This is an optimization exercise on Yosys and OpenROAD, whose aim is small area, a short achievable clock period and few clock cycles, not a production implementation.
The RTL was checked by simulation tests, not by an equivalence proof against the original design.
The clock input has no modelled driver; a real chip could not lean on it and would need a root buffer or a full tree.
Power and IR drop assume default switching activity.

==> flow/design.v (excerpt) <==
module image_dilation_3x3
#(
  parameter int COL    = COL_DFLT,
  parameter int ROW    = ROW_DFLT,
  parameter int THRESH = 128
) (
  input  logic       clk,
  input  logic       rst,
  input  logic [7:0] data_in,
  input  logic       in_valid,
  output logic       in_ready,
  output logic [7:0] data_out,
  output logic       w_en,
  output logic       frame_done
);
Size in the first run: roughly 1700 cells after synthesis, about 22 I/O pins.
make LEC_CHECK=0 ABC_CLOCK_PERIOD_IN_PS=2000 CAP_MARGIN=20 CORE_MARGIN=2 CORE_UTILIZATION=60 CTS_BUF_LIST=sky130_fd_sc_hd__clkbuf_8 CTS_CLUSTER_SIZE=30 PLACE_DENSITY=0.7 SETUP_SLACK_MARGIN=2.5 SLEW_MARGIN=20 finish   # period 5.0 ns
run.sh (not shown) runs the stock make flow with config.mk's settings and CLKGATE_MAP_FILE= SYNTH_SCRIPT=/design/flow/synth_recipe.tcl, a recipe that flattens the netlist after the stock synthesis.
Testbench counts at the start, summed over its fixed seeds: cycles 1,847,052.
Edit:
- SETUP_SLACK_MARGIN: 2.5 -> 3.0
- die area does not change
- cell count climbs by a few percent
- wire length climbs by a little under a tenth
- sequential cell count is unchanged
- hold slack degrades by 14 ps
- non-clock buffer count climbs by 42
- synthesized area does not change
- via count climbs by a few percent
- global-route usage climbs by 1.1 points
- utilization climbs by 2.6 points
- design area climbs by a few percent


Another version of the RTL of image_dilation_3x3 (not shown whole).
Size in the first run: ~1400 cells after synthesis, about 22 I/O pins, ~0.023 mm^2 of cells after synthesis.
Settings: LEC_CHECK=0, ABC_CLOCK_PERIOD_IN_PS=2000, CAP_MARGIN=20, CORE_MARGIN=2, CORE_UTILIZATION=70, CTS_CLUSTER_DIAMETER=120, CTS_CLUSTER_SIZE=28, PLACE_DENSITY=0.8, SETUP_SLACK_MARGIN=3.15, SLEW_MARGIN=20; clock period 5.0 ns.
standard.sh (not shown) runs the stock make flow with config.mk's settings and CLKGATE_MAP_FILE= SYNTH_SCRIPT=/design/flow/synth_recipe.tcl, a recipe that flattens the netlist after the stock synthesis.
==> flow/flow/run.sh <==
#!/bin/bash
# Standard layout (the standard.sh, all ORFS steps), except that the
# clock tree is built by flow/clock_tree.tcl: a balanced two-level tree in
# place of TritonCTS's three levels. The tree is sourced through ORFS's
# PRE_CTS_TCL hook; the CTS step's repair and legalization run as usual.
set -euo pipefail
export PRE_CTS_TCL="$PWD/flow/clock_tree.tcl"
bash standard.sh > standard_flow.log 2>&1
==> flow/flow/clock_tree.tcl <==
# Two-level clock tree built by hand in place of TritonCTS (sourced as
# PRE_CTS_TCL, before the standard CTS step runs its repair and legalizing).
# The clock port feeds NROOT root buffers; each root feeds a share of the
# leaf buffers; each leaf buffer feeds one cluster of about CL_SIZE clock
# pins found by k-means on the placed flip-flops. Every register sits two
# buffers from the port, so the tree is balanced; it is only shallower than
# TritonCTS's three levels.
set cl_size 20
set nroot   4
set buf_name sky130_fd_sc_hd__clkbuf_16

set db    [ord::get_db]
set block [ord::get_db_block]
set bufm  [$db findMaster $buf_name]
set clk   [$block findNet clk]

# clock pins of the registers
set sinks {}
foreach it [$clk getITerms] {
  set inst [$it getInst]
  set bb [$inst getBBox]
  set x [expr {([$bb xMin] + [$bb xMax]) / 2.0}]
  set y [expr {([$bb yMin] + [$bb yMax]) / 2.0}]
  lappend sinks [list $it $x $y]
}
set n [llength $sinks]
set k [expr {max(1, int(ceil(double($n) / $cl_size)))}]
puts "manual CTS: $n sinks, $k clusters"

# k-means, seeded along a sort by (x, y)
set sorted [lsort -real -index 1 $sinks]
set cx {}; set cy {}
for {set c 0} {$c < $k} {incr c} {
  set s [lindex $sorted [expr {int(($c + 0.5) * $n / $k)}]]
  lappend cx [lindex $s 1]; lappend cy [lindex $s 2]
}
for {set iter 0} {$iter < 30} {incr iter} {
  set sx [lrepeat $k 0.0]; set sy [lrepeat $k 0.0]; set sc [lrepeat $k 0]
  set asg {}
  foreach s $sinks {
    set x [lindex $s 1]; set y [lindex $s 2]
    set best 0; set bd 1e30
    for {set c 0} {$c < $k} {incr c} {
      set d [expr {abs($x - [lindex $cx $c]) + abs($y - [lindex $cy $c])}]
      if {$d < $bd} { set bd $d; set best $c }
    }
    lappend asg $best
    lset sx $best [expr {[lindex $sx $best] + $x}]
    lset sy $best [expr {[lindex $sy $best] + $y}]
    lset sc $best [expr {[lindex $sc $best] + 1}]
  }
  for {set c 0} {$c < $k} {incr c} {
    if {[lindex $sc $c] > 0} {
      lset cx $c [expr {[lindex $sx $c] / [lindex $sc $c]}]
      lset cy $c [expr {[lindex $sy $c] / [lindex $sc $c]}]
    }
  }
}

# leaf buffers
set leaves {}
for {set c 0} {$c < $k} {incr c} {
  if {[lindex $sc $c] == 0} { lappend leaves {}; continue }
  set b [odb::dbInst_create $block $bufm "clkbuf_leaf_$c"]
  $b setLocation [expr {int([lindex $cx $c])}] [expr {int([lindex $cy $c])}]
  $b setPlacementStatus PLACED
  set net [odb::dbNet_create $block "clknet_leaf_$c"]
  $net setSigType CLOCK
  [$b findITerm X] connect $net
  lappend leaves $b
}
set i 0
foreach s $sinks {
  set it [lindex $s 0]
  set c [lindex $asg $i]
  $it disconnect
  $it connect [$block findNet "clknet_leaf_$c"]
  incr i
}

# root buffers: split the leaves into nroot groups by angle around their centre
set used {}
set mx 0.0; set my 0.0
for {set c 0} {$c < $k} {incr c} {
  if {[lindex $sc $c] == 0} continue
  lappend used $c
  set mx [expr {$mx + [lindex $cx $c]}]; set my [expr {$my + [lindex $cy $c]}]
}
set nu [llength $used]
set mx [expr {$mx / $nu}]; set my [expr {$my / $nu}]
set ang {}
foreach c $used {
  lappend ang [list $c [expr {atan2([lindex $cy $c] - $my, [lindex $cx $c] - $mx)}]]
}
set ang [lsort -real -index 1 $ang]
set nr [expr {min($nroot, $nu)}]
for {set r 0} {$r < $nr} {incr r} {
  set grp {}
  for {set j [expr {$r * $nu / $nr}]} {$j < ($r + 1) * $nu / $nr} {incr j} {
    lappend grp [lindex [lindex $ang $j] 0]
  }
  set gx 0.0; set gy 0.0
  foreach c $grp { set gx [expr {$gx + [lindex $cx $c]}]; set gy [expr {$gy + [lindex $cy $c]}] }
  set gx [expr {$gx / [llength $grp]}]; set gy [expr {$gy / [llength $grp]}]
  set rb [odb::dbInst_create $block $bufm "clkbuf_root_$r"]
  $rb setLocation [expr {int($gx)}] [expr {int($gy)}]
  $rb setPlacementStatus PLACED
  set rnet [odb::dbNet_create $block "clknet_root_$r"]
  $rnet setSigType CLOCK
  [$rb findITerm X] connect $rnet
  [$rb findITerm A] connect $clk
  foreach c $grp { [[lindex $leaves $c] findITerm A] connect $rnet }
}
$clk setSigType CLOCK

# power pins of the new buffers
global_connect

# the tree is built: the standard CTS command does nothing from here on
proc clock_tree_synthesis {args} {
  puts "clock_tree_synthesis skipped: clock tree built by clock_tree.tcl"
}
The starting point ran to the end with no violations.
Testbench counts at the start, summed over its fixed seeds: cycles 1,847,052.
Edit:
--- a/flow/flow/clock_tree.tcl
+++ b/flow/flow/clock_tree.tcl
@@ -6,5 +6,5 @@
 # buffers from the port, so the tree is balanced; it is only shallower than
 # TritonCTS's three levels.
-set cl_size 20
+set cl_size 26
 set nroot   4
 set buf_name sky130_fd_sc_hd__clkbuf_16
Settings changed: ABC_AREA from default to 1.
After rerunning:
- total power hardly moves
- synthesized cell count goes up by 11%
- area after synthesis barely changes
- clock skew increases by 17 ps
No run of this note takes its clock network from TritonCTS; it comes from the design's own scripts or RTL.


Setup of ember:
image_dilation_3x3 again, from the RTL that the note above started with.
Settings: LEC_CHECK=0, ABC_CLOCK_PERIOD_IN_PS=2000, CAP_MARGIN=20, CORE_MARGIN=2, CORE_UTILIZATION=80, CTS_CLUSTER_DIAMETER=120, CTS_CLUSTER_SIZE=28, PLACE_DENSITY=0.88, SETUP_SLACK_MARGIN=3.15, SLEW_MARGIN=20; clock period 5.0 ns.
Scripts as last shown in full above: flow/flow/run.sh
Other scripts of this flow, unchanged in this note and not shown: flow/flow/clock_tree.tcl
ember never completed; the flow aborted with a tool error in detailed placement (3_5_place_dp).
Testbench counts of ember, summed over its fixed seeds: cycles 1,847,052.
Here is what was changed in the inputs of fjord compared with ember.
Settings: PLACE_DENSITY changed from 0.88 to 0.7; CORE_UTILIZATION changed from 80 to 60; SETUP_SLACK_MARGIN changed from 3.15 to 3.3.
--- outcome ---
- fjord | stages: all done | timing, DRC, antenna: all pass
- Against ember, routability congestion estimate in fjord fell by a little under 10%.
- Diff ember..fjord | post-synth net total | unchanged
- Reported for fjord and ember, share of synthesized area occupied by flip-flops and latches turned out identical to the last digit.
[inputs] indigo vs fjord
Settings: SETUP_SLACK_MARGIN now 3.15, was 3.3; PLACE_DENSITY now 0.8, was 0.7; GPL_TIMING_DRIVEN now 0, previously not set; CORE_UTILIZATION now 70, was 60.
==> comparison <==
Compared with fjord, in indigo number of buffers inserted to repair setup after CTS shrank by about 30%; total wirelength of the detailed-routed design up 7900 um; number of logic stages on the critical path including buffering went down by 2; part of the power in registers fell 2.0 points; post-layout minimum cycle time went up 0.20 ns.
In fjord and indigo the design's own scripts or RTL, not TritonCTS, make the clock network.


== job 101 ==
Starting RTL as in the previous note.
==> flow/config.mk <==
export PLATFORM = sky130hd
export DESIGN_NAME = image_dilation_3x3
export DESIGN_NICKNAME = image_dilation_3x3
export VERILOG_FILES = /design/flow/design.v
export SDC_FILE = /design/flow/constraint.sdc
export NUM_CORES = 4
export LEC_CHECK = 0
export ABC_CLOCK_PERIOD_IN_PS = 2000
export CAP_MARGIN = 20
export CORE_MARGIN = 2
export CORE_UTILIZATION = 60
export CTS_CLUSTER_DIAMETER = 120
export CTS_CLUSTER_SIZE = 28
export PLACE_DENSITY = 0.7
export SETUP_SLACK_MARGIN = 3.15
export SLEW_MARGIN = 20
==> flow/constraint.sdc <==
create_clock -name core_clock -period 5.0 [get_ports {clk}]
set_input_delay 1.0000 -clock core_clock [delete_from_list [all_inputs] [get_ports {clk}]]
set_output_delay 1.0000 -clock core_clock [all_outputs]
set_load 0.01 [all_outputs]
Scripts as last shown in full above: flow/flow/run.sh
Other scripts of this flow, unchanged in this note and not shown: flow/flow/clock_tree.tcl
Testbench counts of job 101, summed over its fixed seeds: cycles 1,847,052.
Input-level comparison between job 102 and job 101:
Settings: PLACE_DENSITY: 0.7 -> 0.8; CORE_UTILIZATION: 60 -> 70.
--- outcome ---
Of the two candidates, job 101 has the better wire length and job 102 the worse one. Job 102 ended up with reg -> out as its category of the critical setup timing path; job 101 ended up with reg -> reg. Diff job 101..job 102 | count of sequential standard cells | negligible. Job 102 ended with less combinational power than job 101. As far as count of flip-flops with a built-in enable after synthesis is concerned, job 101 and job 102 perform about the same.
In every run of this note, the design's own scripts or RTL, not TritonCTS, make the clock network.

==> re-timing with driven ports <==
The flow's constraints put no driver on any port. The routed layouts listed below were extracted and timed again, unchanged, in two steps. Step 1 sets driving cells, clkbuf_16 on the clock port and buf_2 on the other inputs (assumed; they add their load-dependent delay and slew). Step 2 adds t to the input delays and takes it off the output delays; t is the mean of the earliest and latest rising clock arrival at the registers after step 1. Input paths then give back, and output paths get back, about the clock's delay inside the block. Slacks: no drivers / after step 1 / after step 2; pairs: no drivers / after step 1.
run | t, ns | slack for setup (ns) | latest minus earliest clock arrival (ns) | worst data-port slew with drivers (ns) | cell pins on the clock port's net
the first run of note 1 | 0.726 | 2.548 / 2.548 / 2.321 | 0.034 / 0.034 | 0.03 | 1
the second run of note 1 | 0.734 | 2.820 / 2.770 / 2.354 | 0.035 / 0.035 | 0.03 | 1
the first run of note 2 | 0.495 | 2.966 / 2.867 / 2.733 | 0.053 / 0.053 | 0.05 | 4
the second run of note 2 | 0.506 | 2.813 / 2.699 / 2.881 | 0.056 / 0.057 | 0.06 | 4
fjord | 0.479 | 3.015 / 2.931 / 2.719 | 0.058 / 0.059 | 0.05 | 4
indigo | 0.482 | 2.815 / 2.715 / 2.671 | 0.068 / 0.068 | 0.06 | 4
job 101 | 0.487 | 3.006 / 2.950 / 2.690 | 0.050 / 0.049 | 0.05 | 4
job 102 | 0.489 | 3.018 / 2.914 / 2.733 | 0.059 / 0.059 | 0.05 | 4
After both steps every run listed still meets setup and hold. For the second run of note 1, which loses most, drivers alone change the setup slack by -0.050 ns; drivers and shift together by -0.466 ns.
